Background: an optimization exercise with open tools, aiming at small area. Do not read the settings as production practice. Function was checked by simulation only, so behaviour that the tests miss may differ from the original. Power is estimated from default activity; no workload was simulated.

### flow/flow/run.sh
#!/bin/bash
# Standard synthesis; then every combinational cell goes to the smallest
# size of its family (timing repair sizes up again where needed); then the
# standard layout with smaller port buffers and a clock tree with larger sink
# clusters and no dummy loads. Each tool writes its full output to a log here;
# each ORFS step also keeps its own log under orfs/logs.
set -euo pipefail
R=orfs/results/sky130hd/dcupTop/base
bash standard.sh synth > synth.log 2>&1
SYNTH_ODB=$R/1_synth.odb openroad -no_init -exit flow/downsize.tcl > downsize.log 2>&1
touch $R/1_synth.sdc
bash standard.sh \
  BUFFER_PORTS_ARGS="-buffer_cell sky130_fd_sc_hd__buf_1" \
  CTS_ARGS="-sink_clustering_enable -repair_clock_nets -buf_list sky130_fd_sc_hd__clkbuf_4 -sink_clustering_size 10 -sink_clustering_max_diameter 50 -dont_use_dummy_load" \
  finish > make.log 2>&1
### flow/flow/downsize.tcl
# Swap each combinational cell of the synthesized netlist for the smallest
# cell of the same family (same pins); timing repair later sizes up again
# where needed. Registers keep the cell synthesis gave them.
set odb $::env(SYNTH_ODB)
read_db $odb
set db [ord::get_db]
foreach lib [$db getLibs] {
  foreach m [$lib getMasters] {
    set n [$m getName]
    if {[regexp {^(sky130_fd_sc_hd__[a-z0-9]+)_([0-9]+)$} $n -> base sz]} {
      lappend grp($base) $m
    }
  }
}
proc pins {m} {
  set l {}
  foreach t [$m getMTerms] { lappend l [$t getName] }
  return [lsort $l]
}
set block [ord::get_db_block]
set count 0
set saved 0
foreach inst [$block getInsts] {
  set m [$inst getMaster]
  set n [$m getName]
  if {![regexp {^(sky130_fd_sc_hd__[a-z0-9]+)_([0-9]+)$} $n -> base sz]} { continue }
  if {[regexp {__(df|edf|sdf|dl|conb|tap|fill|decap|clk|lpflow|probe)} $n]} { continue }
  set best $m
  set ba [expr {[$m getWidth] * [$m getHeight]}]
  foreach c $grp($base) {
    set a [expr {[$c getWidth] * [$c getHeight]}]
    if {$a < $ba && [pins $c] eq [pins $m]} { set best $c; set ba $a }
  }
  if {$best ne $m} {
    set saved [expr {$saved + [$m getWidth] * [$m getHeight] - $ba}]
    $inst swapMaster $best
    incr count
  }
}
puts "downsized $count cells, [expr {$saved / 1e6}] um2"
write_db $odb
### flow/standard.sh
#!/bin/bash
# synth_recipe.tcl (not shown) runs the flow's synth.tcl, then flattens the netlist and writes it again
# the make line also repeats each setting of config.mk as NAME=value (left out here)
make -C /OpenROAD-flow-scripts/flow DESIGN_CONFIG=/design/flow/config.mk WORK_HOME=/design/flow/orfs CLKGATE_MAP_FILE= SYNTH_SCRIPT=/design/flow/synth_recipe.tcl "${@:-finish}"
### flow/config.mk
export PLATFORM = sky130hd
export DESIGN_NAME = dcupTop
export DESIGN_NICKNAME = dcupTop
export VERILOG_FILES = /design/flow/design.v
export SDC_FILE = /design/flow/constraint.sdc
export NUM_CORES = 4
export LEC_CHECK = 0
export CAP_MARGIN = 20
export CORE_MARGIN = 2
export CORE_UTILIZATION = 65
export SLEW_MARGIN = 20
export SYNTH_HIERARCHICAL = 1
### flow/constraint.sdc
create_clock -name core_clock -period 4.5 [get_ports {CLK}]
set_input_delay 0.9000 -clock core_clock [delete_from_list [all_inputs] [get_ports {CLK}]]
set_output_delay 0.9000 -clock core_clock [all_outputs]
set_load 0.01 [all_outputs]
### flow/design.v
`timescale 1ns/1ps
module c_a222oi (input logic a1, a2, b1, b2, c1, c2, output logic y);
  assign y = ~((a1 & a2) | (b1 & b2) | (c1 & c2));
endmodule
module c_mux2i (input logic a0, a1, s, output logic y);
  assign y = ~(s ? a1 : a0);
endmodule
module c_nor2 (input logic a, b, output logic y);
  assign y = ~(a | b);
endmodule
module c_nand2 (input logic a, b, output logic y);
  assign y = ~(a & b);
endmodule
module c_and2 (input logic a, b, output logic y);
  assign y = a & b;
endmodule
module c_xor2 (input logic a, b, output logic y);
  assign y = a ^ b;
endmodule
module c_xnor2 (input logic a, b, output logic y);
  assign y = ~(a ^ b);
endmodule
module c_a21oi (input logic a1, a2, b1, output logic y);
  assign y = ~((a1 & a2) | b1);
endmodule
module c_o21ai (input logic a1, a2, b1, output logic y);
  assign y = ~((a1 | a2) & b1);
endmodule
module c_o22ai (input logic a1, a2, b1, b2, output logic y);
  assign y = ~((a1 | a2) & (b1 | b2));
endmodule
module c_a22oi (input logic a1, a2, b1, b2, output logic y);
  assign y = ~((a1 & a2) | (b1 & b2));
endmodule
module c_a22o (input logic a1, a2, b1, b2, output logic y);
  assign y = (a1 & a2) | (b1 & b2);
endmodule
module c_a21o (input logic a1, a2, b1, output logic y);
  assign y = (a1 & a2) | b1;
endmodule
module sel2 #(parameter int W = 1) (
  input  logic [W-1:0] a0, a1,
  input  logic         s, sn,
  output logic [W-1:0] y
);
  for (genvar i = 0; i < W; i++) begin : g_bit
    c_a22o u (.a1(s), .a2(a1[i]), .b1(sn), .b2(a0[i]), .y(y[i]));
  end
endmodule
`timescale 1ns/1ps
module pc_next (
  input  logic [7:0] pc,
  input  logic [7:0] target,
  input  logic       tk, nk,
  output logic [7:0] y
);
  logic [7:0] inc;
  assign inc = pc + 8'd1;
  for (genvar i = 0; i < 8; i++) begin : g_bit
    c_a22o u (.a1(tk), .a2(target[i]), .b1(nk), .b2(inc[i]), .y(y[i]));
  end
endmodule
`timescale 1ns/1ps
module rd_bit (input logic [7:0] s, input logic [7:0] r, output logic y);
  logic t1, t2;
  c_a222oi g1 (.a1(s[0]), .a2(r[0]), .b1(s[1]), .b2(r[1]), .c1(s[2]), .c2(r[2]), .y(t1));
  c_a222oi g2 (.a1(s[3]), .a2(r[3]), .b1(s[4]), .b2(r[4]), .c1(s[5]), .c2(r[5]), .y(t2));
  assign y = ~(t1 & t2 & ~((s[6] & r[6]) | (s[7] & r[7])));
endmodule
module rd_port (
  input  logic [7:0]   sel,
  input  logic [127:0] regs,    
  output logic [15:0]  y
);
  for (genvar b = 0; b < 16; b++) begin : g_bit
    rd_bit u (
      .s (sel),
      .r ({regs[112+b], regs[96+b], regs[80+b], regs[64+b], regs[48+b], regs[32+b], regs[16+b], regs[b]}),
      .y (y[b])
    );
  end
endmodule
module opb_lo (input logic x, xe, imm, ie, inv, output logic y);
  logic t;
  c_a22o u_t (.a1(x), .a2(xe), .b1(imm), .b2(ie), .y(t));
  c_xor2 u_y (.a(t), .b(inv), .y(y));
endmodule
module opb_hi (input logic x, imm, ie, inv, output logic y);
  logic t;
  c_a21o u_t (.a1(imm), .a2(ie), .b1(x), .y(t));
  c_xor2 u_y (.a(t), .b(inv), .y(y));
endmodule
`timescale 1ns/1ps
module alu_even (input logic a, b, c, output logic p, g, cn);
  c_xor2  u_p (.a(a), .b(b), .y(p));
  c_and2  u_g (.a(a), .b(b), .y(g));
  c_a21oi u_c (.a1(p), .a2(c), .b1(g), .y(cn));
endmodule
module alu_odd (input logic a, b, cn, output logic pn, gn, c);
  c_xnor2 u_p (.a(a), .b(b), .y(pn));
  c_nand2 u_g (.a(a), .b(b), .y(gn));
  c_o21ai u_c (.a1(pn), .a2(cn), .b1(gn), .y(c));
endmodule
module res_t (input logic p, c, g, sh, mP, mC, mG, mS, output logic y);
  logic pmn, tn;
  c_nand2   u_p (.a(p), .b(mP), .y(pmn));
  c_a222oi  u_t (.a1(c), .a2(mC), .b1(g), .b2(mG), .c1(sh), .c2(mS), .y(tn));
  c_xor2    u_y (.a(pmn), .b(tn), .y(y));
endmodule
module res_n (input logic pn, cn, gn, sh, mPn, mCn, mGn, output logic y);
  logic pm, t1, tn;
  c_nor2  u_p (.a(pn), .b(mPn), .y(pm));
  c_o22ai u_t (.a1(cn), .a2(mCn), .b1(gn), .b2(mGn), .y(t1));
  c_nor2  u_s (.a(t1), .b(sh), .y(tn));
  c_xnor2 u_y (.a(pm), .b(tn), .y(y));
endmodule
module sh_stage #(parameter int K = 1, parameter bit POL = 0) (
  input  logic [15:0] x,
  input  logic        l, r, n,
  output logic [15:0] y
);
  for (genvar i = 0; i < 16; i++) begin : g_bit
    if (i >= K && i + K <= 15) begin : g3
      c_a222oi u (.a1(l), .a2(x[i-K]), .b1(r), .b2(x[i+K]), .c1(n), .c2(x[i]), .y(y[i]));
    end else if (i >= K) begin : gl
      if (POL == 0) begin : t
        c_a22oi u (.a1(l), .a2(x[i-K]), .b1(n), .b2(x[i]), .y(y[i]));
      end else begin : f
        logic t;
        c_a22o u1 (.a1(l), .a2(x[i-K]), .b1(n), .b2(x[i]), .y(t));
        c_nor2 u2 (.a(r), .b(t), .y(y[i]));
      end
    end else begin : gr
      if (POL == 0) begin : t
        c_a22oi u (.a1(r), .a2(x[i+K]), .b1(n), .b2(x[i]), .y(y[i]));
      end else begin : f
        logic t;
        c_a22o u1 (.a1(r), .a2(x[i+K]), .b1(n), .b2(x[i]), .y(t));
        c_nor2 u2 (.a(l), .b(t), .y(y[i]));
      end
    end
  end
endmodule
module shifter16 (
  input  logic [15:0] a,
  input  logic [3:0]  s,
  input  logic        dir,
  input  logic        en,
  output logic [15:0] y
);
  logic [15:0] un, v, wn;
  logic [3:0]  l, r, n;
  assign l[3] = en && s[3] && !dir;
  assign r[3] = en && s[3] && dir;
  assign n[3] = en && !s[3];
  for (genvar k = 0; k < 3; k++) begin : g_sel
    assign l[k] = s[k] && !dir;
    assign r[k] = s[k] && dir;
    assign n[k] = !s[k];
  end
  sh_stage #(.K(8), .POL(0)) u8 (.x(a),  .l(l[3]), .r(r[3]), .n(n[3]), .y(un));
  sh_stage #(.K(4), .POL(1)) u4 (.x(un), .l(l[2]), .r(r[2]), .n(n[2]), .y(v));
  sh_stage #(.K(2), .POL(0)) u2 (.x(v),  .l(l[1]), .r(r[1]), .n(n[1]), .y(wn));
  sh_stage #(.K(1), .POL(1)) u1 (.x(wn), .l(l[0]), .r(r[0]), .n(n[0]), .y(y));
endmodule
module alu16 (
  input  logic [15:0] a,
  input  logic [15:0] b,
  input  logic        cin,
  input  logic        mP, mC, mG, mS,    
  input  logic        dir,               
  output logic [15:0] y
);
  logic [16:0] c;       
  logic [15:0] p, g;    
  logic [15:0] sh;
  logic        mPn, mCn, mGn;
  assign c[0] = cin;
  assign mPn  = ~mP;
  assign mCn  = ~mC;
  assign mGn  = ~mG;
  shifter16 u_sh (.a(a), .s(b[3:0]), .dir(dir), .en(mS), .y(sh));
  for (genvar i = 0; i < 16; i++) begin : g_bit
    if (i % 2 == 0) begin : ev
      alu_even u_a (.a(a[i]), .b(b[i]), .c(c[i]), .p(p[i]), .g(g[i]), .cn(c[i+1]));
      res_t    u_r (.p(p[i]), .c(c[i]), .g(g[i]), .sh(sh[i]), .mP(mP), .mC(mC), .mG(mG), .mS(mS), .y(y[i]));
    end else begin : od
      alu_odd  u_a (.a(a[i]), .b(b[i]), .cn(c[i]), .pn(p[i]), .gn(g[i]), .c(c[i+1]));
      res_n    u_r (.pn(p[i]), .cn(c[i]), .gn(g[i]), .sh(sh[i]), .mPn(mPn), .mCn(mCn), .mGn(mGn), .y(y[i]));
    end
  end
endmodule
`timescale 1ns/1ps
module dcupTop (
  input  logic        CLK,
  input  logic        RST,
  input  logic        EN,
  input  logic        Start,
  output logic [7:0]  InstMemAddr,
  input  logic [15:0] Inst,
  output logic [7:0]  DataMemAddr,
  input  logic [15:0] DataIn,
  output logic        DataMemWE,
  output logic [15:0] DataOut,
  output logic        Running
);
  localparam logic [3:0] ENone = 4'b0000, ECmp = 4'b0001, EHalt = 4'b0010, ELoad = 4'b0011,
                         EStore = 4'b0100, EJump = 4'b0101, EBz = 4'b0110, EBnz = 4'b0111,
                         EAdd = 4'b1000, ESub = 4'b1001, EXor = 4'b1010, EAnd = 4'b1011,
                         EOr = 4'b1100, ESll = 4'b1101, ESrl = 4'b1110, ELdi = 4'b1111;
  logic        running;
  logic [7:0]  pc;
  logic [4:0]  dOp;
  logic [10:0] dF;
  logic [3:0]  eOp;
  logic [15:0] eA;         
  logic [15:0] eB;         
  logic [2:0]  eIdx;
  logic        mTaken;
  logic        mWe;
  logic [1:0]  mCls;       
  logic [7:0]  mR;
  logic [15:0] mS;
  logic [2:0]  mIdx;
  logic        mFlag;      
  logic        zeroFlag;   
  logic        wWr;
  logic        wHalt;
  logic [2:0]  wIdx;
  logic [15:0] wData;
  logic [15:0] regs [8];
  logic        clr;
  assign Running     = running;
  assign InstMemAddr = pc;
  assign DataMemAddr = mR;
  assign DataMemWE   = mWe;
  assign DataOut     = mS;
  always_ff @(posedge CLK, posedge RST) begin
    if (RST) running <= 1'b0;
    else     running <= running ? (EN && !wHalt) : (EN && Start);
  end
  logic [7:0] pcNext;
  pc_next u_pc (.pc(pc), .target(mR), .tk(running && mTaken), .nk(running && !mTaken), .y(pcNext));
  always_ff @(posedge CLK) begin
    pc <= pcNext;
  end
  logic [4:0] dOpNext;
  sel2 #(.W(5)) u_dOp (.a0(dOp), .a1(Inst[15:11]), .s(running), .sn(runN), .y(dOpNext));
  always_ff @(posedge CLK, posedge RST) begin
    if (RST) dOp <= '0;
    else     dOp <= dOpNext;
  end
  logic        runN;
  logic [10:0] dFNext;
  assign runN = !running;
  sel2 #(.W(11)) u_dF (.a0(dF), .a1(Inst[10:0]), .s(running), .sn(runN), .y(dFNext));
  always_ff @(posedge CLK) begin
    dF <= dFNext;
  end
  logic [2:0]  r1, r2, r3;
  logic [7:0]  imm8;
  logic [3:0]  op;
  logic        yR1, yEn, xEn, isStore, sub;
  logic        bReg, immLo, imm4, immHi;
  logic [2:0]  idxY, idxX;
  logic [15:0] rY, rX;
  logic [15:0] opA, opB;
  assign r1   = dF[10:8];
  assign r2   = dF[6:4];
  assign r3   = dF[2:0];
  assign imm8 = dF[7:0];
  always_comb begin
    op      = ENone;
    yR1     = 1'b0;
    yEn     = 1'b0;
    sub     = 1'b0;
    bReg    = 1'b0;
    isStore = 1'b0;
    immLo   = 1'b0;
    imm4    = 1'b0;
    immHi   = 1'b0;
    case (dOp)
      5'b00001: op = EHalt;
      5'b00010: begin op = ELoad;  yEn = 1'b1; imm4 = 1'b1; end
      5'b00011: begin op = EStore; yEn = 1'b1; imm4 = 1'b1; isStore = 1'b1; end
      5'b00100: begin op = ELdi;   immLo = 1'b1; imm4 = 1'b1; end
      5'b00101: begin op = ELdi;   immHi = 1'b1; end
      5'b00110: begin op = EJump;  immLo = 1'b1; imm4 = 1'b1; end
      5'b01000: begin op = EBz;    immLo = 1'b1; imm4 = 1'b1; yEn = 1'b1; yR1 = 1'b1; end
      5'b01001: begin op = EBnz;   immLo = 1'b1; imm4 = 1'b1; yEn = 1'b1; yR1 = 1'b1; end
      5'b10000: begin op = EAdd;   yEn = 1'b1; bReg = 1'b1; end
      5'b10001: begin op = EAdd;   yEn = 1'b1; immLo = 1'b1; imm4 = 1'b1; yR1 = 1'b1; end
      5'b10011: begin op = ESub;   yEn = 1'b1; bReg = 1'b1; sub = 1'b1; end
      5'b10111: begin op = ECmp;   yEn = 1'b1; bReg = 1'b1; sub = 1'b1; end
      5'b11001: begin op = EXor;   yEn = 1'b1; bReg = 1'b1; end
      5'b11010: begin op = EAnd;   yEn = 1'b1; bReg = 1'b1; end
      5'b11011: begin op = EOr;    yEn = 1'b1; bReg = 1'b1; end
      5'b11100: begin op = ESll;   yEn = 1'b1; bReg = 1'b1; end
      5'b11110: begin op = ESrl;   yEn = 1'b1; bReg = 1'b1; end
      default: ;
    endcase
  end
  assign xEn  = bReg || isStore;
  assign idxY = yR1 ? r1 : r2;
  assign idxX = isStore ? r1 : r3;
  logic [7:0]   selY, selX;
  logic [127:0] regBits;
  always_comb begin
    for (int i = 0; i < 8; i++) begin
      selY[i] = yEn && idxY == 3'(i);
      selX[i] = xEn && idxX == 3'(i);
      regBits[16*i +: 16] = regs[i];
    end
  end
  rd_port u_rdY (.sel(selY), .regs(regBits), .y(rY));
  rd_port u_rdX (.sel(selX), .regs(regBits), .y(rX));
  assign opA[7:0] = rY[7:0];
  sel2 #(.W(8)) u_opA (.a0(rY[15:8]), .a1(rX[7:0]), .s(isStore), .sn(!isStore), .y(opA[15:8]));
  for (genvar i = 0; i < 16; i++) begin : g_opb
    if (i < 8) begin : lo
      opb_lo u (.x(rX[i]), .xe(bReg), .imm(imm8[i]), .ie(i < 4 ? imm4 : immLo), .inv(sub), .y(opB[i]));
    end else begin : hi
      opb_hi u (.x(rX[i]), .imm(imm8[i-8]), .ie(immHi), .inv(sub), .y(opB[i]));
    end
  end
  logic stepE;
  assign stepE = running || clr;
  logic        stepEN;
  logic [3:0]  eOpNext;
  logic [34:0] eNext;
  assign stepEN = !stepE;
  sel2 #(.W(4)) u_eOp (.a0(eOp), .a1(op), .s(running), .sn(stepEN), .y(eOpNext));
  sel2 #(.W(35)) u_e (.a0({eA, eB, eIdx}), .a1({opA, opB, r1}), .s(running), .sn(runN), .y(eNext));
  always_ff @(posedge CLK) begin
    eOp            <= eOpNext;
    {eA, eB, eIdx} <= eNext;
  end
  logic [15:0] res;
  logic eShift, eAnd, eOr, eFlag;
  assign eShift = eOp[3] && eOp[2] && (eOp[1] != eOp[0]);
  assign eAnd   = eOp == EAnd;
  assign eOr    = eOp == EOr;
  assign eFlag  = (eOp[3] && eOp != ELdi) || eOp == ECmp;
  alu16 u_alu (
    .a   (eA),
    .b   (eB),
    .cin (eOp[2:0] == 3'b001),
    .mP  (!(eAnd || eShift)),
    .mC  (!eOp[3] || eOp[2:1] == 2'b00 || eOp == ELdi),
    .mG  (eAnd || eOr),
    .mS  (eShift),
    .dir (eOp[1]),
    .y   (res)
  );
  logic zNow;
  assign zNow = mFlag ? (mR == 8'h00 && mS[15:8] == 8'h00) : zeroFlag;
  logic [7:0] resLo;
  assign resLo = (eOp == ENone) ? 8'h00 : res[7:0];
  logic       eStore;
  logic [7:0] resHi;
  assign eStore = eOp == EStore;
  sel2 #(.W(8)) u_resHi (.a0(res[15:8]), .a1(eB[15:8]), .s(eStore), .sn(!eStore), .y(resHi));
  logic        mTakenNew;
  logic [1:0]  mClsNew;
  logic [12:0] mNext;
  assign mTakenNew = (eOp == EJump) || (eOp == EBz && zNow) || (eOp == EBnz && !zNow);
  assign mClsNew   = (eOp == EHalt) ? 2'b01 : (eOp == ELoad) ? 2'b11 : eOp[3] ? 2'b10 : 2'b00;
  sel2 #(.W(13)) u_m (
    .a0 ({zeroFlag, mFlag, mTaken, mCls, mR}),
    .a1 ({zNow, eFlag, mTakenNew, mClsNew, resLo}),
    .s  (running), .sn (stepEN),
    .y  (mNext)
  );
  always_ff @(posedge CLK) begin
    {zeroFlag, mFlag, mTaken, mCls, mR} <= mNext;
  end
  always_ff @(posedge CLK, posedge RST) begin
    if (RST) mWe <= 1'b0;
    else     mWe <= running && (eOp == EStore);
  end
  logic [10:0] mSNext;
  sel2 #(.W(11)) u_mS (.a0({mS[15:8], mIdx}), .a1({resHi, eIdx}), .s(running), .sn(runN), .y(mSNext));
  always_ff @(posedge CLK) begin
    {mS[15:8], mIdx} <= mSNext;
    mS[7:0] <= eA[15:8];    
  end
  always_ff @(posedge CLK) begin
    wWr   <= running && mCls[1];
    wHalt <= running && (mCls == 2'b01);
    wIdx  <= mIdx;
  end
  logic [15:0] wNext;
  sel2 #(.W(16)) u_wNext (.a0({mS[15:8], mR}), .a1(DataIn), .s(mCls[0]), .sn(!mCls[0]), .y(wNext));
  always_ff @(posedge CLK) begin
    wData <= wNext;
  end
  always_ff @(posedge CLK, posedge RST) begin
    if (RST) clr <= 1'b1;
    else     clr <= 1'b0;
  end
  logic [7:0] we, keep;
  always_comb begin
    for (int i = 0; i < 8; i++) begin
      we[i]   = running && wWr && wIdx == 3'(i);
      keep[i] = !clr && !we[i];
    end
  end
  for (genvar i = 0; i < 8; i++) begin : g_reg
    logic [15:0] regNext;
    sel2 #(.W(16)) u (.a0(regs[i]), .a1(wData), .s(we[i]), .sn(keep[i]), .y(regNext));
    always_ff @(posedge CLK) begin
      regs[i] <= regNext;
    end
  end
endmodule
==> results of run 1 <==
## routing by layer
metal	vias to the layer above	share of wire [%]	routed length, µm
met5	-	0	0
met4	0	4.3	1560
met3	144	14	5010
met2	877	41	15000
met1	4958	40	14700
li1	4653	-	-
## worst min-delay path by stage
stage	endpoint	startpoint	slack (ns)
after floorplan	wIdx[0]	mIdx[0]	0.33
after global placement	wIdx[0]	mIdx[0]	0.34
after detailed placement	wIdx[1]	mIdx[1]	0.34
after CTS	mWe	RST	0.08
after global routing	mWe	RST	0.12
final	dOp[3]	RST	0.11
## through the flow
step / worst slack (ns) / util [%]
final: 0.417 / 73.2
after global routing: 0.0355 / 73.2
after CTS: 0.520 / 73.2
after detailed placement: 0.555 / 71.8
after global placement: 0.639 / 71.8
after floorplan: 0.558 / -
## worst max-delay path, cell delays in order (launching register included)
cell	delay (ns)
dfxtp_1	0.33
inv_1	0.10
ha_1	0.21
nor2b_1	0.33
a21oi_1	0.13
o21ai_1	0.19
a21oi_1	0.11
o21ai_1	0.21
a21oi_1	0.13
o21ai_1	0.22
a21oi_1	0.11
o21ai_1	0.19
a21oi_1	0.11
o21ai_1	0.20
a21oi_1	0.11
o21ai_1	0.20
a21oi_1	0.11
o21ai_1	0.18
a21oi_1	0.09
o22ai_1	0.15
nor2_1	0.07
xnor2_1	0.13
a22o_1	0.18
a22o_1	0.20
## state kept, by name, indices dropped and copies added, names as in the netlist
register  cells
clr           1
mIdx          3
mCls          2
wData        16
eOp           4
eB           16
running       1
mS           16
regs        128
wIdx          3
pc            8
wWr           1
mFlag         1
wHalt         1
mR            8
eIdx          3
mWe           1
mTaken        1
eA           16
dOp           5
dF           11
zeroFlag      1
## cell type report
type / count / area [µm²]
clock buffers: 30 / 225
inverters: 18 / 67.6
fillers: 1236 / 4440
multi-input cells: 775 / 6000
repair buffers: 112 / 582
well taps: 220 / 275
flip-flops and latches: 247 / 4990
diodes: 1 / 2.50
## power breakdown
part	leakage, nW	switching [mW]	total, mW	internal, mW
combinational	2.56	0.626	1.05	0.423
clock	0.138	0.700	1.00	0.304
sequential	2.03	0.278	2.61	2.33
total	4.73	1.60	4.66	3.06
==> flow_metrics.env, run 1 <==
export IMPL_drtAntennaViolNets=0
export IMPL_final_cell_mix="a22o_1 (266), dfxtp_1 (239), a222oi_1 (106)"
export IMPL_hold_path_class="primary input to async pin"
export IMPL_period_needed_ns=4.08
export IMPL_via_count=10632
export IMPL_final_period_utilization_pct=90.7
export IMPL_slew_headroom_pct=27.0
export IMPL_syn_nets=1097
export IMPL_place_area_mm2=0.0119
export IMPL_cp_required_ns=5.11
export IMPL_grt_max_degree=65
export IMPL_finalHoldViolations=0
export IMPL_clkSlewWorstSetupHoldPaths_ns=0.11
export IMPL_worst_setup_path_start_kind="flip-flop"
export IMPL_cts_buffers=30
export IMPL_cts_setup_buffers=0
export IMPL_coreArea_mm2=0.0166
export IMPL_r2r_end="mS[15]"
export IMPL_grt_pass1_vias=9595
export IMPL_pwr_density_cell_mw_per_mm2=384
export IMPL_tightest_slew_ns=1.09
export IMPL_drt_initial_drc_count=2350
export IMPL_syn_avg_cell_area_um2=10.5
export IMPL_finalSetupViolCount=0
export IMPL_met2_usage_pct=56.7
export IMPL_tritoncts="done"
export IMPL_fin_area_mm2=0.0121
export IMPL_cts_sinks=247
export IMPL_htreeDepth=1
export IMPL_io_pins=70
export IMPL_antenna_found_initial=1
export IMPL_cp_end_kind="flip-flop"
export IMPL_area_growth_pct=10.1
export IMPL_cts_hold_buffers_added=0
export IMPL_cts_resized=0
export IMPL_portBuffers=69
export IMPL_clock_skew_ns=0.0310
export IMPL_viasPerCell=7.58
export IMPL_critPathLaunch="eOp[1]"
export IMPL_firstDrtPassIters=12
export IMPL_fp_dieW_um=134
export IMPL_grt_overflow_total=0
export IMPL_grt_pass1_wl_um=55000
export IMPL_path_max_fanout=4
export IMPL_netlist_area_mm2=0.0110
export IMPL_cts_buffer_depth=3
export IMPL_peakVddDrop_uv=280
export IMPL_clockRootBuffer="clkbuf_4"
export IMPL_dp_hpwl_um=24400
export IMPL_final_cell_count_no_fill=1403
export IMPL_drv_cap=0
export IMPL_rrSetupSlack_ns=0.42
export IMPL_hold_slack_ns=0.109
export IMPL_wirelength_um=36300
export IMPL_layout_commonest_cell="a22o_1"
export IMPL_outcome="no timing/DRC/antenna violations"
export IMPL_netlist_instances=1050
export IMPL_gp_congestion=1.00
export IMPL_power_leakage_nw=4.73
export IMPL_use_met1_pct=56.6
export IMPL_tns_ns=0
export IMPL_start_util_pct=66.5
export IMPL_grt_setup_unrepaired="no"
export IMPL_r2r_cells=23
export IMPL_ys_warn_count=9
export IMPL_finalNetCount=1231
export IMPL_drive_above_1_share_pct=7.95
export IMPL_r2r_start="eOp[1]"
export IMPL_gr_usage_met3_pct=8.81
export IMPL_fp_dieH_um=134
export IMPL_grt_usage_pct=38.8
export IMPL_numPlacedInstances=1372
export IMPL_clock_latency_ns=0.71
export IMPL_slew_violations=0
export IMPL_grt_busiest_layer="met2"
export IMPL_drcViolationCount=0
export IMPL_dieArea_mm2=0.0180
export IMPL_crit_arrival_ns=4.70
export IMPL_wire_per_inst_um=25.9
export IMPL_critPathKind="flip-flop to flip-flop"
export IMPL_core_rowCount=47
export IMPL_clock_fmax_mhz=245
export IMPL_total_power_mw=4.66
export IMPL_critPathCapture="mS[15]"
==> inputs of run 2 (changes only) <==
--- a/flow/flow/run.sh
+++ b/flow/flow/run.sh
@@ -11,5 +11,5 @@
 touch $R/1_synth.sdc
 bash standard.sh \
   BUFFER_PORTS_ARGS="-buffer_cell sky130_fd_sc_hd__buf_1" \
-  CTS_ARGS="-sink_clustering_enable -repair_clock_nets -buf_list sky130_fd_sc_hd__clkbuf_4 -sink_clustering_size 10 -sink_clustering_max_diameter 50 -dont_use_dummy_load" \
+  CTS_ARGS="-sink_clustering_enable -repair_clock_nets -buf_list sky130_fd_sc_hd__clkbuf_8 -sink_clustering_size 20 -sink_clustering_max_diameter 60 -dont_use_dummy_load" \
   finish > make.log 2>&1
--- a/flow/config.mk
+++ b/flow/config.mk
@@ -7,6 +7,6 @@
 export LEC_CHECK = 0
 export CAP_MARGIN = 20
 export CORE_MARGIN = 2
-export CORE_UTILIZATION = 65
+export CORE_UTILIZATION = 75
 export SLEW_MARGIN = 20
 export SYNTH_HIERARCHICAL = 1
==> run 2 against run 1 <==
Effect of this change: synthesized cell count unchanged; still clean; cell area down 0.44%; register-to-register slack got worse by 0.05 ns; global-route usage increased by 4.8 points; routed wire length decreased by 2.0%; clock skew rose by 0.038 ns; critical path depth down 1; highest routed layer unchanged.
==> flow_metrics.env, run 2 <==
export IMPL_outcome="no timing/DRC/antenna violations"
export IMPL_path_max_fanout=4
export IMPL_max_stage_delay_ns=0.41
export IMPL_grt_busiest_layer="met2"
export IMPL_power_leakage_nw=4.70
export IMPL_period_needed_ns=4.13
export IMPL_power_share_combinational_pct=22.5
export IMPL_final_cell_mix="a22o_1 (266), dfxtp_1 (239), a222oi_1 (106)"
export IMPL_netlist_instances=1050
export IMPL_netlist_area_mm2=0.0110
export IMPL_drt_initial_drc_count=2515
export IMPL_drtAntennaViolNets=0
export IMPL_syn_avg_cell_area_um2=10.5
export IMPL_clockRootBuffer="clkbuf_8"
export IMPL_cts_hold_buffers_added=0
export IMPL_met2_usage_pct=62.3
export IMPL_finalHoldViolations=0
export IMPL_grt_max_degree=66
export IMPL_slew_headroom_pct=31.6
export IMPL_start_util_pct=76.5
export IMPL_wire_per_inst_um=26.3
export IMPL_via_count=10925
export IMPL_clock_skew_ns=0.0690
export IMPL_p_seq_share_pct=56.0
export IMPL_fp_dieH_um=125
export IMPL_worst_setup_path_start_kind="flip-flop"
export IMPL_drv_cap=0
export IMPL_cp_end_kind="flip-flop"
export IMPL_power_switching_mw=1.56
export IMPL_intPower_mw=3.10
export IMPL_pwr_density_cell_mw_per_mm2=386
export IMPL_grt_pass1_vias=10139
export IMPL_antenna_found_initial=0
export IMPL_htreeDepth=1
export IMPL_grt_overflow_total=0
export IMPL_fp_dieW_um=125
export IMPL_wirelength_um=35600
export IMPL_finalSetupViolCount=0
export IMPL_cpMostUsedCell="a21oi_1"
export IMPL_antenna_cells=0
export IMPL_grt_pass1_wl_um=55000
export IMPL_gr_usage_met3_pct=10.4
export IMPL_firstDrtPassIters=12
export IMPL_peakVddDrop_uv=336
export IMPL_clock_fmax_mhz=242
export IMPL_total_power_mw=4.66
export IMPL_slew_violations=0
export IMPL_cts_buffers=17
export IMPL_use_met1_pct=61.6
export IMPL_cts_setup_buffers=0
export IMPL_area_growth_pct=9.60
export IMPL_cts_resized=0
export IMPL_drcViolationCount=0
export IMPL_grt_usage_pct=43.6
export IMPL_gp_congestion=1.11
export IMPL_viasPerCell=8.09
export IMPL_dp_hpwl_um=23600
export IMPL_cp_required_ns=4.94
export IMPL_largest_register="regs"
export IMPL_crit_family="compound AO/OA/AOI/OAI gates"
export IMPL_io_pins=70
export IMPL_drive_above_1_share_pct=6.77
export IMPL_dieArea_mm2=0.0157
export IMPL_tightest_slew_ns=1.02
export IMPL_critPathKind="flip-flop to flip-flop"
export IMPL_finalNetCount=1216
export IMPL_ys_warn_count=9
export IMPL_core_rowCount=44
export IMPL_largest_reg_flops=128
export IMPL_syn_nets=1097
export IMPL_portBuffers=69
export IMPL_swShare_pct=33.5
export IMPL_p_clk_share_pct=21.5
export IMPL_grt_setup_unrepaired="no"
export IMPL_path_cells="ha_1 -> nor2b_1 -> a21oi_1 -> o21ai_1 -> a21oi_1 -> o21ai_1 -> a21oi_1 -> o21ai_1 -> a21oi_1 -> o21ai_1 -> a21oi_1 -> o21ai_1 -> a21oi_1 -> o21ai_1 -> a21oi_1 -> o21ai_1 -> a21oi_1 -> o22ai_1 -> nor2_1 -> xnor2_1 -> a22o_1 -> a22o_1"
export IMPL_cp_num_buf_inv=0
export IMPL_cts_sinks=247
export IMPL_layout_commonest_cell="a22o_1"
export IMPL_coreArea_mm2=0.0144
export IMPL_clkSlewWorstSetupHoldPaths_ns=0.12
export IMPL_final_period_utilization_pct=91.8
export IMPL_tns_ns=0
export IMPL_crit_arrival_ns=4.57
export IMPL_cts_buffer_depth=3
export IMPL_slowest_stage="dfxtp_1"
export IMPL_hold_path_class="primary input to async pin"
export IMPL_clock_latency_ns=0.54
export IMPL_tritoncts="done"
[run 2: per-layer routing]
layer  vias to the layer above  part of all wire, %
li1                       4636                    -
met1                      5036                   37
met2                      1011                   41
met3                       242                   15
met4                         0                  6.9
met5                         -                    0
[run 2: area by class of cell]
type / count / area, µm²
clock buffer: 17 / 234
tap: 184 / 230
timing repair buffer: 110 / 567
sequential: 247 / 4990
inverter: 18 / 67.6
fill: 889 / 2340
multi-input combinational: 775 / 6000
[run 2: worst paths after layout]
check                        start  endpoint  slack (ns)  depth (start not counted)
setup reg to reg            eOp[0]    mS[15]        0.37                         22
setup / recovery            eOp[0]    mS[15]        0.37                         22
hold / removal                 RST    dOp[0]        0.28                          2
max in group asynchronous      RST       clr        3.92                          2
min in group core_clock    mIdx[2]   wIdx[2]        0.36                          0
hold reg to reg            mIdx[2]   wIdx[2]        0.36                          0
[run 2: metrics by stage]
| step | util, % | hold slack [ns] | area [µm²] | instances | worst slack (ns) |
|---|---|---|---|---|---|
| 6_report | 83.8 | 0.277 | 12100 | 1351 | 0.370 |
| 5_1_grt | 83.8 | 0.300 | 12100 | 1351 | 0.0885 |
| 4_1_cts | 83.7 | 0.284 | 12100 | 1351 | 0.589 |
| 3_5_place_dp | 82.1 | 0.346 | 11800 | 1334 | 0.593 |
| 3_3_place_gp | 82.1 | 0.342 | 11800 | 1334 | 0.816 |
| 2_1_floorplan | - | 0.332 | 11000 | 1050 | 0.558 |
[run 2: power by group through the flow]
stage | Clock (mW) | Combinational (mW) | Sequential (mW)
finish | 1.00 | 1.05 | 2.61
global placement | 0 | 0.972 | 2.64
CTS | 0.998 | 1.00 | 2.60
detailed placement | 0 | 0.993 | 2.64
floorplan | 0 | 0.696 | 2.56
global route | 1.08 | 1.11 | 2.63
==> inputs of run 3 (changes only) <==
--- a/flow/design.v
+++ b/flow/design.v
@@ -47,6 +47,26 @@
     c_a22o u (.a1(s), .a2(a1[i]), .b1(sn), .b2(a0[i]), .y(y[i]));
   end
 endmodule
+module sel3 #(parameter int W = 1) (
+  input  logic [W-1:0] a1, a2, a3,
+  input  logic         s1, s2, s3,
+  output logic [W-1:0] y
+);
+  for (genvar i = 0; i < W; i++) begin : g_bit
+    logic tn;
+    c_a222oi u (.a1(s1), .a2(a1[i]), .b1(s2), .b2(a2[i]), .c1(s3), .c2(a3[i]), .y(tn));
+    assign y[i] = ~tn;
+  end
+endmodule
+module c_nor2b (input logic a, bn, output logic y);
+  assign y = ~(a | ~bn);
+endmodule
+module dec2 (input logic [1:0] a, output logic [3:0] y);
+  c_nor2  u0 (.a(a[1]), .b(a[0]), .y(y[0]));
+  c_nor2b u1 (.a(a[1]), .bn(a[0]), .y(y[1]));
+  c_nor2b u2 (.a(a[0]), .bn(a[1]), .y(y[2]));
+  c_and2  u3 (.a(a[1]), .b(a[0]), .y(y[3]));
+endmodule
 `timescale 1ns/1ps
 module pc_next (
   input  logic [7:0] pc,
@@ -90,6 +110,38 @@
   c_a21o u_t (.a1(imm), .a2(ie), .b1(x), .y(t));
   c_xor2 u_y (.a(t), .b(inv), .y(y));
 endmodule
+module rd_bit_h (input logic [7:0] s, input logic [7:0] r, input logic h, q, output logic y);
+  logic t1, t2, t3;
+  c_a222oi g1 (.a1(s[0]), .a2(r[0]), .b1(s[1]), .b2(r[1]), .c1(s[2]), .c2(r[2]), .y(t1));
+  c_a222oi g2 (.a1(s[3]), .a2(r[3]), .b1(s[4]), .b2(r[4]), .c1(s[5]), .c2(r[5]), .y(t2));
+  c_a222oi g3 (.a1(s[6]), .a2(r[6]), .b1(s[7]), .b2(r[7]), .c1(h), .c2(q), .y(t3));
+  assign y = ~(t1 & t2 & t3);
+endmodule
+module rd_port_h (
+  input  logic [7:0]   sel,
+  input  logic [127:0] regs,
+  input  logic         h,
+  input  logic [15:0]  q,
+  output logic [15:0]  y
+);
+  for (genvar b = 0; b < 16; b++) begin : g_bit
+    rd_bit_h u (
+      .s (sel),
+      .r ({regs[112+b], regs[96+b], regs[80+b], regs[64+b], regs[48+b], regs[32+b], regs[16+b], regs[b]}),
+      .h (h),
+      .q (q[b]),
+      .y (y[b])
+    );
+  end
+endmodule
+module opb_lo_h (input logic x, xe, imm, ie, q, h, inv, output logic y);
+  logic tn;
+  c_a222oi u_t (.a1(x), .a2(xe), .b1(imm), .b2(ie), .c1(q), .c2(h), .y(tn));
+  c_xnor2  u_y (.a(tn), .b(inv), .y(y));
+endmodule
+module opb_hi_h (input logic x, imm, ie, q, h, inv, output logic y);
+  assign y = (x | (imm & ie) | (q & h)) ^ inv;
+endmodule
 `timescale 1ns/1ps
 module alu_even (input logic a, b, c, output logic p, g, cn);
   c_xor2  u_p (.a(a), .b(b), .y(p));
@@ -269,6 +321,9 @@
   assign r2   = dF[6:4];
   assign r3   = dF[2:0];
   assign imm8 = dF[7:0];
+  logic [3:0] dLo, eLo;
+  dec2 u_dLo (.a(dOp[1:0]), .y(dLo));
+  dec2 u_eLo (.a(eOp[1:0]), .y(eLo));
   always_comb begin
     op      = ENone;
     yR1     = 1'b0;
@@ -279,26 +334,23 @@
     immLo   = 1'b0;
     imm4    = 1'b0;
     immHi   = 1'b0;
-    case (dOp)
-      5'b00001: op = EHalt;
-      5'b00010: begin op = ELoad;  yEn = 1'b1; imm4 = 1'b1; end
-      5'b00011: begin op = EStore; yEn = 1'b1; imm4 = 1'b1; isStore = 1'b1; end
-      5'b00100: begin op = ELdi;   immLo = 1'b1; imm4 = 1'b1; end
-      5'b00101: begin op = ELdi;   immHi = 1'b1; end
-      5'b00110: begin op = EJump;  immLo = 1'b1; imm4 = 1'b1; end
-      5'b01000: begin op = EBz;    immLo = 1'b1; imm4 = 1'b1; yEn = 1'b1; yR1 = 1'b1; end
-      5'b01001: begin op = EBnz;   immLo = 1'b1; imm4 = 1'b1; yEn = 1'b1; yR1 = 1'b1; end
-      5'b10000: begin op = EAdd;   yEn = 1'b1; bReg = 1'b1; end
-      5'b10001: begin op = EAdd;   yEn = 1'b1; immLo = 1'b1; imm4 = 1'b1; yR1 = 1'b1; end
-      5'b10011: begin op = ESub;   yEn = 1'b1; bReg = 1'b1; sub = 1'b1; end
-      5'b10111: begin op = ECmp;   yEn = 1'b1; bReg = 1'b1; sub = 1'b1; end
-      5'b11001: begin op = EXor;   yEn = 1'b1; bReg = 1'b1; end
-      5'b11010: begin op = EAnd;   yEn = 1'b1; bReg = 1'b1; end
-      5'b11011: begin op = EOr;    yEn = 1'b1; bReg = 1'b1; end
-      5'b11100: begin op = ESll;   yEn = 1'b1; bReg = 1'b1; end
-      5'b11110: begin op = ESrl;   yEn = 1'b1; bReg = 1'b1; end
-      default: ;
-    endcase
+    if (dOp[4:2] == 3'b000 && dLo[1]) begin op = EHalt; end
+    if (dOp[4:2] == 3'b000 && dLo[2]) begin op = ELoad;  yEn = 1'b1; imm4 = 1'b1; end
+    if (dOp[4:2] == 3'b000 && dLo[3]) begin op = EStore; yEn = 1'b1; imm4 = 1'b1; isStore = 1'b1; end
+    if (dOp[4:2] == 3'b001 && dLo[0]) begin op = ELdi;   immLo = 1'b1; imm4 = 1'b1; end
+    if (dOp[4:2] == 3'b001 && dLo[1]) begin op = ELdi;   immHi = 1'b1; end
+    if (dOp[4:2] == 3'b001 && dLo[2]) begin op = EJump;  immLo = 1'b1; imm4 = 1'b1; end
+    if (dOp[4:2] == 3'b010 && dLo[0]) begin op = EBz;    immLo = 1'b1; imm4 = 1'b1; yEn = 1'b1; yR1 = 1'b1; end
+    if (dOp[4:2] == 3'b010 && dLo[1]) begin op = EBnz;   immLo = 1'b1; imm4 = 1'b1; yEn = 1'b1; yR1 = 1'b1; end
+    if (dOp[4:2] == 3'b100 && dLo[0]) begin op = EAdd;   yEn = 1'b1; bReg = 1'b1; end
+    if (dOp[4:2] == 3'b100 && dLo[1]) begin op = EAdd;   yEn = 1'b1; immLo = 1'b1; imm4 = 1'b1; yR1 = 1'b1; end
+    if (dOp[4:2] == 3'b100 && dLo[3]) begin op = ESub;   yEn = 1'b1; bReg = 1'b1; sub = 1'b1; end
+    if (dOp[4:2] == 3'b101 && dLo[3]) begin op = ECmp;   yEn = 1'b1; bReg = 1'b1; sub = 1'b1; end
+    if (dOp[4:2] == 3'b110 && dLo[1]) begin op = EXor;   yEn = 1'b1; bReg = 1'b1; end
+    if (dOp[4:2] == 3'b110 && dLo[2]) begin op = EAnd;   yEn = 1'b1; bReg = 1'b1; end
+    if (dOp[4:2] == 3'b110 && dLo[3]) begin op = EOr;    yEn = 1'b1; bReg = 1'b1; end
+    if (dOp[4:2] == 3'b111 && dLo[0]) begin op = ESll;   yEn = 1'b1; bReg = 1'b1; end
+    if (dOp[4:2] == 3'b111 && dLo[2]) begin op = ESrl;   yEn = 1'b1; bReg = 1'b1; end
   end
   assign xEn  = bReg || isStore;
   assign idxY = yR1 ? r1 : r2;
@@ -307,46 +359,57 @@
   logic [127:0] regBits;
   always_comb begin
     for (int i = 0; i < 8; i++) begin
-      selY[i] = yEn && idxY == 3'(i);
-      selX[i] = xEn && idxX == 3'(i);
+      selY[i] = running && yEn && idxY == 3'(i);
+      selX[i] = running && xEn && idxX == 3'(i);
       regBits[16*i +: 16] = regs[i];
     end
   end
-  rd_port u_rdY (.sel(selY), .regs(regBits), .y(rY));
+  rd_port_h u_rdY (.sel(selY), .regs(regBits), .h(runN), .q(eA), .y(rY));
   rd_port u_rdX (.sel(selX), .regs(regBits), .y(rX));
   assign opA[7:0] = rY[7:0];
-  sel2 #(.W(8)) u_opA (.a0(rY[15:8]), .a1(rX[7:0]), .s(isStore), .sn(!isStore), .y(opA[15:8]));
+  logic storeR;
+  assign storeR = running && isStore;
+  sel2 #(.W(8)) u_opA (.a0(rY[15:8]), .a1(rX[7:0]), .s(storeR), .sn(!storeR), .y(opA[15:8]));
+  logic bRegR, imm4R, immLoR, immHiR, subR;
+  assign bRegR  = running && bReg;
+  assign imm4R  = running && imm4;
+  assign immLoR = running && immLo;
+  assign immHiR = running && immHi;
+  assign subR   = running && sub;
   for (genvar i = 0; i < 16; i++) begin : g_opb
     if (i < 8) begin : lo
-      opb_lo u (.x(rX[i]), .xe(bReg), .imm(imm8[i]), .ie(i < 4 ? imm4 : immLo), .inv(sub), .y(opB[i]));
+      opb_lo_h u (.x(rX[i]), .xe(bRegR), .imm(imm8[i]), .ie(i < 4 ? imm4R : immLoR), .q(eB[i]), .h(runN),
+                  .inv(subR), .y(opB[i]));
     end else begin : hi
-      opb_hi u (.x(rX[i]), .imm(imm8[i-8]), .ie(immHi), .inv(sub), .y(opB[i]));
+      opb_hi_h u (.x(rX[i]), .imm(imm8[i-8]), .ie(immHiR), .q(eB[i]), .h(runN), .inv(subR), .y(opB[i]));
     end
   end
   logic stepE;
   assign stepE = running || clr;
   logic        stepEN;
   logic [3:0]  eOpNext;
-  logic [34:0] eNext;
+  logic [2:0]  eIdxNext;
   assign stepEN = !stepE;
   sel2 #(.W(4)) u_eOp (.a0(eOp), .a1(op), .s(running), .sn(stepEN), .y(eOpNext));
-  sel2 #(.W(35)) u_e (.a0({eA, eB, eIdx}), .a1({opA, opB, r1}), .s(running), .sn(runN), .y(eNext));
+  sel2 #(.W(3)) u_e (.a0(eIdx), .a1(r1), .s(running), .sn(runN), .y(eIdxNext));
   always_ff @(posedge CLK) begin
     eOp            <= eOpNext;
-    {eA, eB, eIdx} <= eNext;
+    eA   <= opA;    
+    eB   <= opB;
+    eIdx <= eIdxNext;
   end
   logic [15:0] res;
   logic eShift, eAnd, eOr, eFlag;
-  assign eShift = eOp[3] && eOp[2] && (eOp[1] != eOp[0]);
-  assign eAnd   = eOp == EAnd;
-  assign eOr    = eOp == EOr;
-  assign eFlag  = (eOp[3] && eOp != ELdi) || eOp == ECmp;
+  assign eShift = eOp[3] && eOp[2] && (eLo[1] || eLo[2]);
+  assign eAnd   = (eOp[3:2] == 2'b10 && eLo[3]);
+  assign eOr    = (eOp[3:2] == 2'b11 && eLo[0]);
+  assign eFlag  = (eOp[3] && !(eOp[2] && eLo[3])) || (eOp[3:2] == 2'b00 && eLo[1]);
   alu16 u_alu (
     .a   (eA),
     .b   (eB),
-    .cin (eOp[2:0] == 3'b001),
+    .cin (!eOp[2] && eLo[1]),
     .mP  (!(eAnd || eShift)),
-    .mC  (!eOp[3] || eOp[2:1] == 2'b00 || eOp == ELdi),
+    .mC  (!eOp[3] || (!eOp[2] && (eLo[0] || eLo[1])) || (eOp[2] && eLo[3])),
     .mG  (eAnd || eOr),
     .mS  (eShift),
     .dir (eOp[1]),
@@ -354,34 +417,43 @@
   );
   logic zNow;
   assign zNow = mFlag ? (mR == 8'h00 && mS[15:8] == 8'h00) : zeroFlag;
-  logic [7:0] resLo;
-  assign resLo = (eOp == ENone) ? 8'h00 : res[7:0];
+  logic resKeep;
+  assign resKeep = running && eOp != ENone;
   logic       eStore;
-  logic [7:0] resHi;
-  assign eStore = eOp == EStore;
-  sel2 #(.W(8)) u_resHi (.a0(res[15:8]), .a1(eB[15:8]), .s(eStore), .sn(!eStore), .y(resHi));
+  assign eStore = (eOp[3:2] == 2'b01 && eLo[0]);
+  logic [7:0]  mSHiNext;
+  sel3 #(.W(8)) u_mSHi (
+    .a1 (eB[15:8]), .s1 (running && eStore),
+    .a2 (res[15:8]), .s2 (running && !eStore),
+    .a3 (mS[15:8]), .s3 (runN),
+    .y  (mSHiNext)
+  );
   logic        mTakenNew;
   logic [1:0]  mClsNew;
-  logic [12:0] mNext;
-  assign mTakenNew = (eOp == EJump) || (eOp == EBz && zNow) || (eOp == EBnz && !zNow);
-  assign mClsNew   = (eOp == EHalt) ? 2'b01 : (eOp == ELoad) ? 2'b11 : eOp[3] ? 2'b10 : 2'b00;
-  sel2 #(.W(13)) u_m (
-    .a0 ({zeroFlag, mFlag, mTaken, mCls, mR}),
-    .a1 ({zNow, eFlag, mTakenNew, mClsNew, resLo}),
+  logic [4:0]  mNext;
+  logic [7:0]  mRNext;
+  assign mTakenNew = (eOp[3:2] == 2'b01 && eLo[1]) || ((eOp[3:2] == 2'b01 && eLo[2]) && zNow) || ((eOp[3:2] == 2'b01 && eLo[3]) && !zNow);
+  assign mClsNew   = (eOp[3:2] == 2'b00 && eLo[2]) ? 2'b01 : (eOp[3:2] == 2'b00 && eLo[3]) ? 2'b11 : eOp[3] ? 2'b10 : 2'b00;
+  sel2 #(.W(8)) u_mR (.a0(mR), .a1(res[7:0]), .s(resKeep), .sn(stepEN), .y(mRNext));
+  sel2 #(.W(5)) u_m (
+    .a0 ({zeroFlag, mFlag, mTaken, mCls}),
+    .a1 ({zNow, eFlag, mTakenNew, mClsNew}),
     .s  (running), .sn (stepEN),
     .y  (mNext)
   );
   always_ff @(posedge CLK) begin
-    {zeroFlag, mFlag, mTaken, mCls, mR} <= mNext;
+    {zeroFlag, mFlag, mTaken, mCls} <= mNext;
+    mR <= mRNext;
   end
   always_ff @(posedge CLK, posedge RST) begin
     if (RST) mWe <= 1'b0;
-    else     mWe <= running && (eOp == EStore);
+    else     mWe <= running && (eOp[3:2] == 2'b01 && eLo[0]);
   end
-  logic [10:0] mSNext;
-  sel2 #(.W(11)) u_mS (.a0({mS[15:8], mIdx}), .a1({resHi, eIdx}), .s(running), .sn(runN), .y(mSNext));
+  logic [2:0] mIdxNext;
+  sel2 #(.W(3)) u_mIdx (.a0(mIdx), .a1(eIdx), .s(running), .sn(runN), .y(mIdxNext));
   always_ff @(posedge CLK) begin
-    {mS[15:8], mIdx} <= mSNext;
+    mS[15:8] <= mSHiNext;
+    mIdx     <= mIdxNext;
     mS[7:0] <= eA[15:8];    
   end
   always_ff @(posedge CLK) begin
--- a/flow/flow/run.sh
+++ b/flow/flow/run.sh
@@ -11,5 +11,5 @@
 touch $R/1_synth.sdc
 bash standard.sh \
   BUFFER_PORTS_ARGS="-buffer_cell sky130_fd_sc_hd__buf_1" \
-  CTS_ARGS="-sink_clustering_enable -repair_clock_nets -buf_list sky130_fd_sc_hd__clkbuf_8 -sink_clustering_size 20 -sink_clustering_max_diameter 60 -dont_use_dummy_load" \
+  CTS_ARGS="-sink_clustering_enable -repair_clock_nets -buf_list sky130_fd_sc_hd__clkbuf_4 -sink_clustering_size 10 -sink_clustering_max_diameter 50 -dont_use_dummy_load" \
   finish > make.log 2>&1
--- a/flow/flow/downsize.tcl
+++ b/flow/flow/downsize.tcl
@@ -1,6 +1,3 @@
-# Swap each combinational cell of the synthesized netlist for the smallest
-# cell of the same family (same pins); timing repair later sizes up again
-# where needed. Registers keep the cell synthesis gave them.
 set odb $::env(SYNTH_ODB)
 read_db $odb
 set db [ord::get_db]
@@ -25,6 +22,14 @@
   set n [$m getName]
   if {![regexp {^(sky130_fd_sc_hd__[a-z0-9]+)_([0-9]+)$} $n -> base sz]} { continue }
   if {[regexp {__(df|edf|sdf|dl|conb|tap|fill|decap|clk|lpflow|probe)} $n]} { continue }
+  # Keep the size of cells that drive many pins
+  set loads 0
+  foreach it [$inst getITerms] {
+    if {[$it isOutputSignal] && [$it getNet] ne "NULL"} {
+      set loads [expr {$loads + [llength [[$it getNet] getITerms]] + [llength [[$it getNet] getBTerms]] - 1}]
+    }
+  }
+  if {$loads > 4} { continue }
   set best $m
   set ba [expr {[$m getWidth] * [$m getHeight]}]
   foreach c $grp($base) {
--- a/flow/config.mk
+++ b/flow/config.mk
@@ -7,6 +7,6 @@
 export LEC_CHECK = 0
 export CAP_MARGIN = 20
 export CORE_MARGIN = 2
-export CORE_UTILIZATION = 75
+export CORE_UTILIZATION = 65
 export SLEW_MARGIN = 20
 export SYNTH_HIERARCHICAL = 1
==> run 3 against run 2 <==
Effect of this change: largest power group unchanged; count of clock-buffer cells in the layout grew 12; cell area shrank 3.3%; critical endpoint is now eB[5]; worst hold slack lost 0.18 ns; still clean on timing, DRC and antenna.
==> flow_metrics.env, run 3 <==
export IMPL_pwr_density_cell_mw_per_mm2=381
export IMPL_netlist_area_mm2=0.0107
export IMPL_grt_usage_pct=38.5
export IMPL_finalNetCount=1179
export IMPL_antenna_found_initial=1
export IMPL_clockRootBuffer="clkbuf_4"
export IMPL_grt_pass1_wl_um=53300
export IMPL_utilization_pct=73.3
export IMPL_finalSetupViolCount=0
export IMPL_core_rowCount=46
export IMPL_ys_warn_count=9
export IMPL_period_needed_ns=3.92
export IMPL_cts_resized=0
export IMPL_ff_latch_area_mm2=0.00499
export IMPL_firstDrtPassIters=14
export IMPL_htreeDepth=1
export IMPL_tightest_slew_ns=1.23
export IMPL_layout_commonest_cell="dfxtp_1"
export IMPL_n_fill_cell=1235
export IMPL_critPathKind="flip-flop to flip-flop"
export IMPL_clock_fmax_mhz=255
export IMPL_crit_arrival_ns=4.46
export IMPL_final_period_utilization_pct=87.2
export IMPL_wire_per_inst_um=25.7
export IMPL_wirelength_um=34900
export IMPL_multi_input_area_mm2=0.00555
export IMPL_cts_buffer_depth=3
export IMPL_clock_skew_ns=0.0395
export IMPL_slew_violations=0
export IMPL_dp_hpwl_um=23300
export IMPL_fp_dieW_um=132
export IMPL_syn_nets=1050
export IMPL_clkSlewWorstSetupHoldPaths_ns=0.10
export IMPL_hold_path_class="primary input to async pin"
export IMPL_path_max_fanout=11
export IMPL_peakVddDrop_uv=291
export IMPL_area_growth_pct=9.61
export IMPL_cts_setup_buffers=0
export IMPL_grt_overflow_total=0
export IMPL_portBuffers=69
export IMPL_cp_end_kind="flip-flop"
export IMPL_drtAntennaViolNets=0
export IMPL_tritoncts="done"
export IMPL_drv_cap=0
export IMPL_place_area_mm2=0.0115
export IMPL_drt_initial_drc_count=2446
export IMPL_fp_dieH_um=132
export IMPL_start_util_pct=66.9
export IMPL_io_pins=70
export IMPL_grt_pass1_vias=9652
export IMPL_cts_sinks=247
export IMPL_fin_area_mm2=0.0117
export IMPL_hold_slack_ns=0.0923
export IMPL_via_count=10494
export IMPL_final_cell_mix="dfxtp_1 (239), a22o_1 (209), a222oi_1 (138)"
export IMPL_grt_max_degree=69
export IMPL_finalHoldViolations=0
export IMPL_drcViolationCount=0
export IMPL_syn_avg_cell_area_um2=10.5
export IMPL_slew_headroom_pct=18.2
export IMPL_viasPerCell=7.73
export IMPL_dieArea_mm2=0.0175
export IMPL_worst_setup_path_start_kind="flip-flop"
export IMPL_grt_setup_unrepaired="no"
export IMPL_outcome="no timing/DRC/antenna violations"
export IMPL_coreArea_mm2=0.0159
export IMPL_cts_hold_buffers_added=0
export IMPL_gp_congestion=1.00
export IMPL_tns_ns=0
export IMPL_largest_register="regs"
export IMPL_power_leakage_nw=4.33
export IMPL_cts_buffers=29
export IMPL_cp_required_ns=5.04
export IMPL_netlist_instances=1013
export IMPL_largest_reg_flops=128
export IMPL_clock_latency_ns=0.70
export IMPL_drive_above_1_share_pct=7.02
-- run 3: final cells by class --
type | instances | share of cell area [%]
Timing Repair Buffer | 110 | 4.85
Multi-Input combinational cell | 728 | 47.5
Antenna cell | 1 | 0.0214
Sequential cell | 247 | 42.6
Tap cell | 216 | 2.31
Inverter | 26 | 0.835
Clock buffer | 29 | 1.86
-- run 3: path summary, 6_finish.rpt --
check,from,to,slack [ns],depth (start not counted)
worst max-delay path,dOp[0],eB[5],0.58,10
worst min-delay path,RST,dOp[3],0.09,2
worst max register to register,dOp[0],eB[5],0.58,10
worst min register to register,mIdx[0],wIdx[0],0.37,0
max in group asynchronous,RST,clr,4.13,2
min in group core_clock,mIdx[0],wIdx[0],0.37,0
-- run 3: layer usage --
| metal | up-vias | GRT usage, % | routed length, µm |
|---|---|---|---|
| met5 | - | 0 | 0 |
| met2 | 893 | 56.3 | 14500 |
| met3 | 158 | 9.77 | 5120 |
| li1 | 4562 | - | - |
| met1 | 4881 | 53.6 | 13400 |
| met4 | 0 | 17.9 | 1780 |
-- run 3: metrics by stage --
| stage | std cells | setup slack [ns] | total power [mW] |
|---|---|---|---|
| floorplan | 1013 | 0.114 | 3.17 |
| global placement | 1327 | 0.856 | 3.47 |
| detailed placement | 1327 | 0.744 | 3.48 |
| CTS | 1356 | 0.716 | 4.42 |
| global route | 1357 | 0.195 | 4.62 |
| finish | 1357 | 0.577 | 4.45 |
-- run 3: report_power, final --
part	leakage [nW]	internal, mW	switching [mW]	total (mW)
Clock	0.133	0.294	0.682	0.976
Combinational	2.17	0.363	0.516	0.880
Sequential	2.04	2.33	0.264	2.60
-- run 3: critical path, cell delays in order, from the launching register on --
cell	delay (ns)
dfrtp_1	0.41
nor2b_1	0.59
or4_1	0.20
nand4_1	0.15
a21oi_2	0.53
nand2b_1	0.25
o32ai_2	0.70
a222oi_1	0.23
nand3_1	0.32
a222oi_1	0.19
xnor2_1	0.19
==> inputs of run 4 (changes only) <==
--- a/flow/design.v
+++ b/flow/design.v
@@ -296,15 +296,14 @@
   always_ff @(posedge CLK) begin
     pc <= pcNext;
   end
+  logic       runN;
   logic [4:0] dOpNext;
-  sel2 #(.W(5)) u_dOp (.a0(dOp), .a1(Inst[15:11]), .s(running), .sn(runN), .y(dOpNext));
-  always_ff @(posedge CLK, posedge RST) begin
-    if (RST) dOp <= '0;
-    else     dOp <= dOpNext;
+  assign runN = !running;
+  sel2 #(.W(5)) u_dOp (.a0(dOp), .a1(Inst[15:11]), .s(running), .sn(runN && !clr), .y(dOpNext));
+  always_ff @(posedge CLK) begin
+    dOp <= dOpNext;
   end
-  logic        runN;
   logic [10:0] dFNext;
-  assign runN = !running;
   sel2 #(.W(11)) u_dF (.a0(dF), .a1(Inst[10:0]), .s(running), .sn(runN), .y(dFNext));
   always_ff @(posedge CLK) begin
     dF <= dFNext;
--- a/flow/config.mk
+++ b/flow/config.mk
@@ -7,6 +7,6 @@
 export LEC_CHECK = 0
 export CAP_MARGIN = 20
 export CORE_MARGIN = 2
-export CORE_UTILIZATION = 65
+export CORE_UTILIZATION = 50
 export SLEW_MARGIN = 20
 export SYNTH_HIERARCHICAL = 1
==> run 4 against run 3 <==
Effect of this change: count of clock-buffer cells in the layout rose by 1; largest power group unchanged; critical endpoint is now mS[15]; largest cell class unchanged; critical path type unchanged; global-route usage decreased by 5.4 points; fmax decreased by 3.7%.
==> flow_metrics.env, run 4 <==
export IMPL_p_clk_share_pct=24.4
export IMPL_finalHoldViolations=0
export IMPL_crit_arrival_ns=4.67
export IMPL_finalNetCount=1179
export IMPL_power_share_combinational_pct=15.3
export IMPL_netlist_area_mm2=0.0106
export IMPL_via_count=10290
export IMPL_core_rowCount=53
export IMPL_grt_overflow_total=0
export IMPL_coreArea_mm2=0.0210
export IMPL_gp_congestion=0.949
export IMPL_drive_above_1_share_pct=7.19
export IMPL_cts_resized=0
export IMPL_path_max_fanout=6
export IMPL_tightest_slew_ns=1.16
export IMPL_drcViolationCount=0
export IMPL_dp_hpwl_um=25400
export IMPL_cts_buffer_depth=3
export IMPL_clockRootBuffer="clkbuf_4"
export IMPL_cts_buffers=30
export IMPL_start_util_pct=50.8
export IMPL_largest_reg_flops=128
export IMPL_slew_headroom_pct=22.2
export IMPL_clock_fmax_mhz=245
export IMPL_fin_area_mm2=0.0118
export IMPL_multi_input_area_mm2=0.00556
export IMPL_cts_sinks=247
export IMPL_firstDrtPassIters=14
export IMPL_cp_end_kind="flip-flop"
export IMPL_netlist_instances=1013
export IMPL_n_fill_cell=1945
export IMPL_largest_register="regs"
export IMPL_pwr_density_cell_mw_per_mm2=354
export IMPL_antenna_found_initial=1
export IMPL_met2_usage_pct=48.9
export IMPL_syn_avg_cell_area_um2=10.5
export IMPL_finalSetupViolCount=0
export IMPL_hold_path_class="flip-flop to flip-flop"
export IMPL_grt_setup_unrepaired="no"
export IMPL_area_growth_pct=10.4
export IMPL_tritoncts="done"
export IMPL_ys_warn_count=9
export IMPL_clock_latency_ns=0.73
export IMPL_worst_setup_path_start_kind="flip-flop"
export IMPL_fp_dieW_um=150
export IMPL_power_leakage_nw=4.31
export IMPL_outcome="no timing/DRC/antenna violations"
export IMPL_critPathKind="flip-flop to flip-flop"
export IMPL_viasPerCell=7.27
export IMPL_utilization_pct=56.1
export IMPL_peakVddDrop_uv=238
export IMPL_fp_dieH_um=150
export IMPL_final_period_utilization_pct=90.5
export IMPL_slew_violations=0
export IMPL_use_met1_pct=47.7
export IMPL_grt_max_degree=64
export IMPL_clkSlewWorstSetupHoldPaths_ns=0.12
export IMPL_place_area_mm2=0.0115
export IMPL_final_cell_mix="dfxtp_1 (244), a22o_1 (209), a222oi_1 (138)"
export IMPL_dieArea_mm2=0.0225
export IMPL_drtAntennaViolNets=0
export IMPL_syn_nets=1050
export IMPL_clock_skew_ns=0.0574
export IMPL_htreeDepth=1
export IMPL_intPower_mw=2.86
export IMPL_grt_usage_pct=33.1
export IMPL_p_seq_share_pct=60.3
export IMPL_swShare_pct=31.2
export IMPL_wirelength_um=38400
export IMPL_cp_required_ns=5.10
export IMPL_portBuffers=69
export IMPL_grt_pass1_wl_um=56600
export IMPL_drt_initial_drc_count=1802
export IMPL_cts_hold_buffers_added=1
export IMPL_io_pins=70
export IMPL_layout_commonest_cell="dfxtp_1"
export IMPL_ff_latch_area_mm2=0.00496
export IMPL_cts_setup_buffers=0
export IMPL_grt_pass1_vias=9294
export IMPL_gr_usage_met3_pct=7.20
export IMPL_power_switching_mw=1.30
export IMPL_grt_busiest_layer="met2"
export IMPL_drv_cap=0
export IMPL_period_needed_ns=4.07
export IMPL_wire_per_inst_um=27.1
export IMPL_tns_ns=0
export IMPL_hold_slack_ns=0.342
==> run 4: layout make-up <==
| type | count | share of cell area, % |
|---|---|---|
| Tap cell | 275 | 2.93 |
| Inverter | 26 | 0.831 |
| Timing Repair Buffer | 109 | 4.78 |
| Sequential cell | 247 | 42.2 |
| Antenna cell | 1 | 0.0213 |
| Clock buffer | 30 | 1.92 |
| Multi-Input combinational cell | 728 | 47.3 |
==> run 4: routing by layer <==
layer	vias to the layer above	part of all wire, %	wire, µm
li1	4572	-	-
met1	4948	42	16200
met2	684	43	16400
met3	86	12	4530
met4	0	3.3	1270
met5	-	0	0
==> run 4: worst paths after layout <==
check	startpoint	end	slack (ns)	cells past startpoint
min in group asynchronous	RST	running	0.58	3
worst min register to register	mIdx[2]	wIdx[2]	0.34	0
worst max register to register	eOp[0]	mS[15]	0.43	22
max in group asynchronous	RST	clr	3.68	3
worst max-delay path	eOp[0]	mS[15]	0.43	22
worst min-delay path	mIdx[2]	wIdx[2]	0.34	0
==> run 4: worst max-delay path, cell delays in order, from the launching register on <==
cell and delay [ns]:
dfxtp_1 0.42, nor2b_4 0.22, nor2b_1 0.28, a21oi_1 0.15
o21ai_1 0.20, a21oi_1 0.11, o21ai_1 0.23, a21oi_1 0.12
o21ai_1 0.24, a21oi_1 0.12, o21ai_1 0.21, a21oi_1 0.11
o21ai_1 0.20, a21oi_1 0.12, o21ai_1 0.20, a21oi_1 0.12
o21ai_1 0.20, a21oi_1 0.08, o22ai_1 0.16, nor2_1 0.07
xnor2_1 0.13, a222oi_1 0.21, inv_1 0.06
==> run 4: metrics by stage <==
step	power, mW	setup WS [ns]	std cells
2_1_floorplan	2.92	0.207	1013
3_3_place_gp	3.18	0.446	1384
3_5_place_dp	3.18	0.533	1384
4_1_cts	4.17	0.504	1415
5_1_grt	4.33	0.118	1416
6_report	4.16	0.426	1416
==> run 4: power by group through the flow <==
stage	clock network [mW]	logic [mW]	registers (mW)
2_1_floorplan	0	0.448	2.47
3_3_place_gp	0	0.621	2.56
3_5_place_dp	0	0.621	2.56
4_1_cts	1.04	0.623	2.51
5_1_grt	1.11	0.692	2.53
6_report	1.02	0.637	2.51

[re-timing with driven ports]
Ports are ideal in the flow. The routed layouts listed here were re-timed in OpenROAD. Step 1: set_driving_cell puts a clkbuf_16 on CLK and a buf_2 on each other input, an assumption about the parent block. Step 2 moves the port delays by t, midway between the first and last clock arrival at a register: inputs arrive t later, outputs are due t later. That takes back most of the time a late clock gives input paths. a / b / c = no drivers / after step 1 / after step 2; a / b = the first two.
run | t (ns) | setup slack, ns | worst data-port slew with drivers (ns) | pins driven straight from the clock port
run 1 | 0.736 | 0.417 / 0.417 / 0.417 | 0.04 | 1
run 2 | 0.543 | 0.370 / 0.370 / 0.370 | 0.04 | 1
run 3 | 0.718 | 0.577 / 0.577 / 0.577 | 0.03 | 1
run 4 | 0.749 | 0.426 / 0.426 / 0.426 | 0.04 | 1
After both steps setup and hold are still met in every run listed.
